What follows belongs to an exercise in optimizing a design on an open flow for small area, a short achievable clock period and few clock cycles; a production flow would make more cautious choices.
At most, simulation tests tie the RTL to the original design; equivalence was not proved.
Function not checked in run 2: the RTL went through the layout flow alone.
Power and IR drop assume default switching activity.

==> flow/design.v <==
module icache_dm #(
    parameter int NUM_LINES = 64
) (
    input  logic        clk,
    input  logic        reset,
    input  logic [31:0] ifetch,
    input  logic [31:0] instraddress,
    input  logic        iready,
    output logic [31:0] instruction,
    output logic        hit,
    output logic        miss,
    output logic [31:0] fetchaddr
);
    localparam int INDEX_W = $clog2(NUM_LINES);
    localparam int TAG_W   = 30 - INDEX_W;
    typedef enum logic {LOOKUP, REFILL} state_t;
    state_t               state;
    logic [31:2]          miss_addr;
    logic [NUM_LINES-1:0] valid;
    logic [TAG_W-1:0]     tag_array  [NUM_LINES];
    logic [31:0]          data_array [NUM_LINES];
    logic [INDEX_W-1:0]   cur_index;
    logic [TAG_W-1:0]     cur_tag;
    logic [INDEX_W-1:0]   miss_index;
    logic [TAG_W-1:0]     miss_tag;
    logic                 match;
    logic                 unused_offset;
    assign cur_index  = instraddress[INDEX_W+1:2];
    assign cur_tag    = instraddress[31:INDEX_W+2];
    assign miss_index = miss_addr[INDEX_W+1:2];
    assign miss_tag   = miss_addr[31:INDEX_W+2];
    assign match      = valid[cur_index] && (tag_array[cur_index] == cur_tag);
    assign unused_offset = ^instraddress[1:0];
    always_ff @(posedge clk) begin
        if (reset) begin
            state       <= LOOKUP;
            valid       <= '0;
            miss_addr   <= '0;
            hit         <= 1'b0;
            miss        <= 1'b0;
            instruction <= '0;
            fetchaddr   <= '0;
        end else begin
            case (state)
                LOOKUP: begin
                    if (match) begin
                        hit         <= 1'b1;
                        miss        <= 1'b0;
                        instruction <= data_array[cur_index];
                    end else begin
                        hit       <= 1'b0;
                        miss      <= 1'b1;
                        miss_addr <= instraddress[31:2];
                        fetchaddr <= {instraddress[31:2], 2'b00};
                        state     <= REFILL;
                    end
                end
                REFILL: begin
                    hit <= 1'b0;
                    if (iready) begin
                        data_array[miss_index] <= ifetch;
                        tag_array[miss_index]  <= miss_tag;
                        valid[miss_index]      <= 1'b1;
                        instruction            <= ifetch;
                        miss                   <= 1'b0;
                        state                  <= LOOKUP;
                    end else begin
                        miss <= 1'b1;
                    end
                end
                default: state <= LOOKUP;
            endcase
        end
    end
endmodule
==> flow/run.sh <==
#!/bin/bash
# synth_recipe.tcl (not shown) runs the flow's synth.tcl, then flattens the netlist and writes it again
# the make line also repeats each setting of config.mk as NAME=value (left out here)
make -C /OpenROAD-flow-scripts/flow DESIGN_CONFIG=/design/flow/config.mk WORK_HOME=/design/flow/orfs CLKGATE_MAP_FILE= SYNTH_SCRIPT=/design/flow/synth_recipe.tcl finish
==> flow/config.mk <==
export PLATFORM = sky130hd
export DESIGN_NAME = icache_dm
export DESIGN_NICKNAME = icache_dm
export VERILOG_FILES = /design/flow/design.v
export SDC_FILE = /design/flow/constraint.sdc
export NUM_CORES = 4
export LEC_CHECK = 0
export CAP_MARGIN = 20
export CORE_MARGIN = 2
export CORE_UTILIZATION = 40
export SLEW_MARGIN = 20
==> flow/constraint.sdc <==
create_clock -name core_clock -period 5.0 [get_ports {clk}]
set_input_delay 1.0000 -clock core_clock [delete_from_list [all_inputs] [get_ports {clk}]]
set_output_delay 1.0000 -clock core_clock [all_outputs]
set_load 0.01 [all_outputs]
==> results of run 1 <==
cell type report:
type                            instances  area share (%)
Sequential cell                      3712            66.3
Multi-Input combinational cell       2319            19.2
Clock buffer                          496            6.16
Timing Repair Buffer                  631            3.71
Tap cell                             4751            3.58
Clock inverter                        196            1.05
Inverter                                6          0.0211
Antenna cell                            4         0.00602
cell usage in the layout (no fill, tap or decap), types with 52 or more instances in the layout:
master	Yosys	routed
edfxtp_1	3584	3584
mux4_2	996	996
buf_4	46	415
clkbuf_16	0	389
mux2i_1	247	247
nor2_1	177	113
dfxtp_1	128	103
buf_12	0	98
nand3_1	97	97
clkbuf_1	171	97
nand2_1	92	91
clkdlybuf4s50_1	0	88
a31oi_1	84	84
a22oi_1	80	80
clkinv_1	1	80
a21oi_1	79	78
nand2b_1	71	71
nor2_4	0	62
clkinv_2	0	56
o21ai_0	52	52
per-stage QoR:
stage	cells	instance area (µm²)	setup slack (ps)	setup TNS, ps
2_1_floorplan	6415	143000	245	0
3_3_place_gp	11400	154000	-770	-20750
3_5_place_dp	11400	154000	-777	-22240
4_1_cts	12100	166000	180	0
5_1_grt	12100	166000	109	0
6_report	12100	166000	141	0
layer usage:
metal / vias up / global-route usage [%] / wire (µm)
li1: 28600 / - / -
met2: 4120 / 37.9 / 208000
met5: - / 0 / 40
met3: 781 / 3.98 / 41200
met4: 6 / 7.77 / 15900
met1: 40000 / 32.5 / 167000
state kept, by name, summed over array words and instances, names as in the netlist:
register,flops
data_array,2048
tag_array,1536
valid,64
instruction,32
miss_addr,30
hit,1
miss,1
worst reg2reg max path, cell delays in order (launching register included):
cell	delay [ps]
edfxtp_1	340
mux4_2	240
o22ai_1	80
nor4_1	880
nor4_1	110
buf_4	210
a311oi_1	230
buf_4	170
xnor2_1	220
buf_4	190
and4b_1	240
nand4_4	240
buf_12	240
buf_4	210
or4b_1	510
a31oi_1	190
power groups by stage:
stage	registers (W)	logic, W	clock network [W]
6_report	0.0344	0.00352	0.0277
5_1_grt	0.0344	0.00370	0.0292
4_1_cts	0.0344	0.00352	0.0281
3_5_place_dp	0.0351	0.00351	0
3_3_place_gp	0.0351	0.00346	0
2_1_floorplan	0.0351	0.00184	0
path summary, 6_finish.rpt:
check | startpoint | to | slack [ps] | cells after the start
worst max-delay path | instraddress[2] | hit$_SDFF_PP0_ | 140 | 17
worst min-delay path | ifetch[20] | data_array[31][20]$_DFFE_PP_ | 440 | 1
worst max register to register | tag_array[15][15]$_DFFE_PP_ | instruction[18]$_SDFFE_PP0P_ | 580 | 15
worst min register to register | valid[56]$_SDFFE_PP0P_ | valid[56]$_SDFFE_PP0P_ | 470 | 2
cells by family (layout without fill, tap and decap cells):
kind of cell,count (synthesis),in the layout,share of synthesized area [%]
flip-flops,3712,3712,76.8
adder cells (fa/ha/maj),4,4,0.0349
AO/OA/AOI/OAI,411,411,1.89
multiplexers,1262,1262,17.5
buffers and inverters,384,1329,1.35
other,1,6,0.00261
XOR/XNOR,19,19,0.116
AND/OR/NAND/NOR,621,621,2.26
==> impl_metrics.json, run 1 <==
{
  "outcome": "complete, no violations",
  "antenna_found_initial": 20,
  "via_per_inst": 6.07,
  "ios": 133,
  "crit_chain": "buf_16 > buf_12 > buf_12 > buf_4 > mux4_2 > mux2i_1 > mux4_2 > o21ai_0 > xor2_1 > a2111oi_0 > buf_4 > nand4_1 > nor4_1 > buf_4 > nand3b_1 > buf_4 > nor2_1",
  "yosysSeqAreaShare_pct": 76.8,
  "clock_latency_ps": 970,
  "synthArstFlopShare_pct": 0,
  "synthFlopType": "edfxtp_1",
  "dp.final_hpwl_um": 234000,
  "cp_common_cell": "buf_4",
  "cpMaxStageDelayCell": "o21ai_0",
  "critPathLaunchType": "input pin",
  "synth_commonest_cells": "edfxtp_1 (3584), mux4_2 (996), mux2i_1 (247)",
  "drt_pre_antenna_iters": 8,
  "synth_edf_count": 3584,
  "die_w_um": 603,
  "hold_ws_ps": 443,
  "fin_util_pct": 46.6,
  "postCtsHoldBufs": 0,
  "worst-setup-path-type": "input pin to flip-flop",
  "fillers": 29000,
  "port_buffers": 128,
  "max_stage_delay_ps": 550,
  "clock_path_buffers": 4,
  "cts.sinks": 3712,
  "hold_viol": 0,
  "syn_to_final_growth_pct": 15.9,
  "via_count": 73500,
  "power.total_w": 0.0657,
  "avgSynthCellArea_um2": 22.4,
  "power_density_nw_per_um2": 395,
  "switching_share_pct": 21.6,
  "coreArea_um2": 356000,
  "drv_slew": 0,
  "switching_power_w": 0.0142,
  "cts_tree": "yes",
  "cp_max_fo": 13,
  "min_period_over_period_pct": 97.2,
  "worstPathArrival_ps": 5660,
  "die_h_um": 603,
  "routed_wl_um": 432000,
  "drive_gt1_share_pct": 29.7,
  "cts-root-buf": "clkbuf_16",
  "ys_top_cells_by_area": "edfxtp_1 (75%), mux4_2 (16%), dfxtp_1 (1.8%)",
  "netlist_area_um2": 143000,
  "cell_internal_pwr_w": 0.0515,
  "synth.most_common_cell": "edfxtp_1",
  "ys_ff_latch": 3712,
  "cp.required_ps": 5800,
  "crit_family": "buffers and inverters",
  "netlist.area_leader.share_pct": 75.0,
  "peakVddDrop_mv": 0.276,
  "grt_usage_pct": 23.4,
  "syn_inst": 6414,
  "rsz0062_at_grt": "no",
  "worstMarginPinSlew_ps": 1210,
  "multi_input_area_um2": 31800,
  "fmax_mhz": 206,
  "grt_pass1_wl_um": 592000,
  "drt_iter0_drc": 11400,
  "combPwrFrac_pct": 5.4,
  "power_frac_clock_pct": 42.2,
  "layout.nets": 7124,
  "synth_cell_types": 78,
  "regArea_um2": 110000,
  "place_congestion": 0.817,
  "grt-ovfl-total": 0,
  "postRouteAntennaNets": 0,
  "rows": 219,
  "maxSlewHeadroom_pct": 19.2,
  "cts_setup_buffers": 0,
  "fin_worst_skew_ps": 106,
  "grt_pass1_vias": 72300,
  "p_leak_nw": 52.0,
  "grt_max_degree": 140,
  "cp_num_buf_inv": 7,
  "yosysWarnings": 1,
  "clkTransAtPathRegs_ps": 60,
  "h-tree-depth": 5,
  "post_cts_resize_count": 0,
  "hold_path_class": "input pin to flip-flop",
  "period_needed_ps": 4860,
  "seq_power_share_pct": 52.4,
  "end_kind": "flip-flop",
  "drc": 0,
  "die_area_um2": 363000,
  "post-synth-top-area-cell": "edfxtp_1",
  "numCtsBuffers": 383,
  "setup_viol": 0,
  "initial_core_util_pct": 40.2,
  "avgRoutedWirePerCell_um": 35.6,
  "cap_violations": 0
}
Testbench counts, summed over its fixed seeds: cycles 49,670.
==> inputs of run 2 (changes only) <==
==> flow/design.v (replaced) <==
module icache_dm #(
    parameter int NUM_LINES = 64
) (
    input  logic        clk,
    input  logic        reset,
    input  logic [31:0] ifetch,
    input  logic [31:0] instraddress,
    input  logic        iready,
    output logic [31:0] instruction,
    output logic        hit,
    output logic        miss,
    output logic [31:0] fetchaddr
);
    localparam int INDEX_W = $clog2(NUM_LINES);
    localparam int TAG_W   = 30 - INDEX_W;
    localparam int PF_AHEAD = 32;    
    localparam int PF_KEEP  = 64;    
    localparam int DW       = 10;    
    logic [NUM_LINES-1:0] valid;
    logic [TAG_W-1:0]     tag_array  [NUM_LINES];
    logic [31:0]          data_array [NUM_LINES];
    logic                 busy;       
    logic [29:0]          out_addr;   
    logic [29:0]          pf_ptr;     
    logic [29:0]          addr;
    logic [INDEX_W-1:0]   cur_index;
    logic [TAG_W-1:0]     cur_tag;
    logic [INDEX_W-1:0]   out_index;
    logic                 present;
    logic                 answer;
    logic                 bypass;
    logic                 lookup_hit;
    logic                 mem_free;
    logic [DW-1:0]        pf_dist;
    logic                 restart;
    logic [29:0]          pf_eff;
    logic                 pf_want;
    logic                 unused_offset;
    assign addr       = instraddress[31:2];
    assign cur_index  = addr[INDEX_W-1:0];
    assign cur_tag    = addr[29:INDEX_W];
    assign out_index  = out_addr[INDEX_W-1:0];
    assign present    = valid[cur_index] && (tag_array[cur_index] == cur_tag);
    assign answer     = busy && iready;
    assign bypass     = answer && (out_addr == addr);
    assign lookup_hit = present || bypass;
    assign mem_free   = !busy || iready;
    assign unused_offset = ^instraddress[1:0];
    assign pf_dist    = pf_ptr[DW-1:0] - addr[DW-1:0];
    assign restart = (pf_dist == '0) || (pf_dist > DW'(PF_KEEP));
    assign pf_eff  = restart ? addr + 30'd1 : pf_ptr;
    assign pf_want = restart || (pf_dist <= DW'(PF_AHEAD));
    assign fetchaddr = {out_addr, 2'b00};
    always_ff @(posedge clk) begin
        instruction <= bypass ? ifetch : data_array[cur_index];
    end
    always_ff @(posedge clk) begin
        if (answer && !reset) begin
            data_array[out_index] <= ifetch;
            tag_array[out_index]  <= out_addr[29:INDEX_W];
        end
    end
    always_ff @(posedge clk) begin
        if (reset) begin
            valid    <= '0;
            busy     <= 1'b0;
            hit      <= 1'b0;
            miss     <= 1'b0;
            out_addr <= '0;
            pf_ptr   <= '0;
        end else begin
            hit <= lookup_hit;
            if (answer) valid[out_index] <= 1'b1;
            if (mem_free) begin
                if (!lookup_hit) begin
                    busy     <= 1'b1;
                    miss     <= 1'b1;
                    out_addr <= addr;
                    pf_ptr   <= addr + 30'd1;
                end else if (pf_want) begin
                    busy     <= 1'b1;
                    miss     <= 1'b1;
                    out_addr <= pf_eff;
                    pf_ptr   <= pf_eff + 30'd1;
                end else begin
                    busy     <= 1'b0;
                    miss     <= 1'b0;
                    pf_ptr   <= pf_eff;
                end
            end
        end
    end
endmodule
==> impl_metrics.json, run 2 <==
{
  "cpMaxStageDelayCell": "a2111oi_0",
  "layout_common_cells": "edfxtp_1 (3584), mux4_2 (1003), buf_4 (596), clkbuf_16 (395), nand2_1 (276)",
  "synth_commonest_cells": "edfxtp_1 (3584), mux4_2 (1003), nand2_1 (278)",
  "fillers": 29900,
  "switching_share_pct": 22.0,
  "power_density_nw_per_um2": 390,
  "synthArstFlopShare_pct": 0,
  "top_register": "data_array",
  "yosysWarnings": 1,
  "dp_slack_ps": -443,
  "antenna_found_initial": 27,
  "fin_worst_skew_ps": 61.9,
  "h-tree-depth": 5,
  "synth_edf_count": 3584,
  "drive_gt1_share_pct": 31.3,
  "cts-root-buf": "clkbuf_16",
  "max_stage_delay_ps": 540,
  "final_common_cell": "edfxtp_1",
  "critPathLaunchType": "input pin",
  "clock_path_buffers": 4,
  "cp.required_ps": 5840,
  "cp_common_cell": "buf_4",
  "die_h_um": 611,
  "grt_pass1_wl_um": 630000,
  "postRouteAntennaNets": 0,
  "worstMarginPinSlew_ps": 1150,
  "postCtsHoldBufs": 0,
  "ys_ff_latch": 3742,
  "avgSynthCellArea_um2": 21.0,
  "cp_num_buf_inv": 8,
  "worstPathArrival_ps": 5400,
  "min_period_over_period_pct": 91.3,
  "syn_to_final_growth_pct": 18.0,
  "via_count": 79700,
  "reg_top3": "data_array (2048), tag_array (1536), valid (64)",
  "fmax_mhz": 219,
  "worstHoldStart": "valid[42]$_SDFFE_PP0P_",
  "fin_ws_ps": 435,
  "layout.nets": 7971,
  "numCtsBuffers": 388,
  "grt-ovfl-total": 0,
  "grt_usage_pct": 24.3,
  "maxSlewHeadroom_pct": 23.1,
  "die_area_um2": 373000,
  "synthFlopType": "edfxtp_1",
  "end_kind": "flip-flop",
  "placed_area_um2": 161000,
  "peakVddDrop_mv": 0.319,
  "synth.most_common_cell": "edfxtp_1",
  "routed_wl_um": 459000,
  "place_congestion": 0.892,
  "clkTransAtPathRegs_ps": 60,
  "fin_util_pct": 47.5,
  "avgRoutedWirePerCell_um": 35.2,
  "p_leak_nw": 56.4,
  "clock_latency_ps": 980,
  "setup_viol": 0,
  "cts.sinks": 3742,
  "grt_pass1_vias": 77900,
  "cts_setup_buffers": 0,
  "netlist.area_leader.share_pct": 73.0,
  "coreArea_um2": 366000,
  "fin_setup_tns_ps": 0,
  "drv_slew": 0,
  "dp.final_hpwl_um": 261000,
  "post_cts_resize_count": 0,
  "crit_chain": "buf_8 > buf_12 > buf_4 > mux2i_1 > a22oi_1 > a211oi_1 > buf_4 > a2111oi_0 > buf_4 > nand4_1 > xnor2_1 > o2111ai_1 > buf_4 > nor2_1 > buf_4 > a21oi_2 > buf_4 > nor3_1 > a311o_1",
  "cap_violations": 0,
  "outcome": "complete, no violations",
  "initial_core_util_pct": 40.2,
  "rsz0062_at_grt": "no",
  "rows": 222,
  "port_buffers": 128,
  "combPwrFrac_pct": 6.3,
  "period_needed_ps": 4560,
  "worst-setup-path-type": "input pin to flip-flop",
  "seq_power_share_pct": 51.0,
  "r2r-start": "pf_ptr[0]$_SDFFE_PP0P_",
  "ys_top_cells_by_area": "edfxtp_1 (73%), mux4_2 (15%), dfxtp_1 (2.1%)",
  "via_per_inst": 6.11,
  "die_w_um": 611,
  "post-synth-top-area-cell": "edfxtp_1",
  "synth_cell_types": 94,
  "crit_family": "compound AO/OA/AOI/OAI gates",
  "syn_inst": 7006,
  "power_frac_clock_pct": 42.6,
  "cp-startpoint": "instraddress[3]",
  "drt_iter0_drc": 12600,
  "drc": 0,
  "cts_tree": "yes",
  "hold_viol": 0,
  "hold_ws_ps": 467,
  "ios": 133,
  "cell_internal_pwr_w": 0.0529,
  "largest_reg_flops": 2048,
  "yosysSeqAreaShare_pct": 75.2,
  "cp_max_fo": 14,
  "drt_pre_antenna_iters": 5,
  "stdcell_area_um2": 174000,
  "netlist_area_um2": 147000,
  "grt_max_degree": 139,
  "hold_path_class": "flip-flop to flip-flop",
  "switching_power_w": 0.0149
}
## run 2: cell count changes after synthesis, sizes merged, moves of 32 or more
cell / before / now
nor2: 177 / 246
a21oi: 79 / 113
xor2: 11 / 52
nand2b: 71 / 15
nand2: 92 / 278
nor3: 20 / 53
xnor2: 8 / 60
mux2i: 247 / 215
inv: 5 / 54
a31oi: 84 / 44
## run 2: path summary, 6_finish.rpt
kind	endpoint	slack, ps	cells after the start
worst min register to register	valid[42]$_SDFFE_PP0P_	470	2
worst min-delay path	valid[42]$_SDFFE_PP0P_	470	2
worst max-delay path	pf_ptr[20]$_SDFFE_PP0P_	440	19
worst max register to register	pf_ptr[26]$_SDFFE_PP0P_	580	20
## run 2: power by group through the flow
stage                     sequential (W)  clock [W]  combinational (W)
after global routing              0.0346     0.0305            0.00452
after CTS                         0.0346     0.0293            0.00428
final                             0.0346     0.0289            0.00430
after global placement            0.0353          0            0.00421
after detailed placement          0.0353          0            0.00427
after floorplan                   0.0354          0            0.00218
## run 2: layout make-up
type / instances / area [µm²] / area share (%)
Clock buffer: 490 / 10400 / 5.98
Clock inverter: 220 / 2290 / 1.32
Timing Repair Buffer: 893 / 9070 / 5.21
Tap cell: 4816 / 6030 / 3.46
Sequential cell: 3742 / 111000 / 63.7
Multi-Input combinational cell: 2807 / 35100 / 20.2
Antenna cell: 8 / 20.0 / 0.0115
Inverter: 56 / 250 / 0.144
## run 2: worst reg2reg max path, cell delays in order (launching register included)
cell	delay (ps)
dfxtp_1	420
inv_1	110
ha_1	220
fa_1	410
buf_4	150
nor2b_1	230
o211a_1	210
a2bb2oi_1	230
xor2_1	100
nor2b_1	240
nand2_4	120
o21ai_2	190
ha_2	250
inv_2	60
nor3_4	210
nand2b_1	80
mux2i_1	190
nand4_1	210
nor2b_1	200
a211o_1	220
a221oi_1	260
## run 2: through the flow
stage          power [W]  std cells
2_1_floorplan     0.0376       7007
3_3_place_gp      0.0395      12300
5_1_grt           0.0696      13000
3_5_place_dp      0.0396      12300
6_report          0.0679      13000
4_1_cts           0.0682      13000
## run 2: kinds of logic after synthesis
group,share of synthesized area [%]
fa+ha+maj,0.141
simple gates,2.68
xor+xnor,0.665
compound gates,2.84
other cells,0.00254
flops,75.2
buf+inv,1.50
mux,17.0
## run 2: per-layer routing
| metal | vias up | part of all wire (%) | track usage [%] |
|---|---|---|---|
| met5 | - | 0.018 | 0 |
| met4 | 16 | 3.7 | 8.28 |
| met3 | 831 | 9.7 | 4.43 |
| met2 | 4596 | 47 | 37.9 |
| met1 | 43000 | 40 | 34.4 |
| li1 | 31200 | - | - |

re-timing with driven ports:
No port has a modelled driver above. Below, the same layouts with a new extraction and two added sets of constraints.
Step 1 assumes that a clkbuf_16 drives the clock port and a buf_2 every other input.
Step 2 moves the port delays by t, midway between the first and last clock arrival at a register: inputs arrive t later, outputs are due t later. That takes back most of the time a late clock gives input paths.
Three values: ideal ports, drivers, drivers and shift; two values: the first two.
run	t (ns)	slack for setup (ns)	worst hold slack (ns)
run 1	1.031	0.141 / 0.172 / -0.860	0.443 / 0.360 / 0.467
run 2	1.048	0.435 / 0.440 / -0.608	0.467 / 0.467 / 0.467
Met with ideal ports but missed after step 2: setup timing in run 1 and run 2. The setup slack of run 2, which loses most, moves by +0.005 ns with the drivers and by -1.043 ns with both steps.
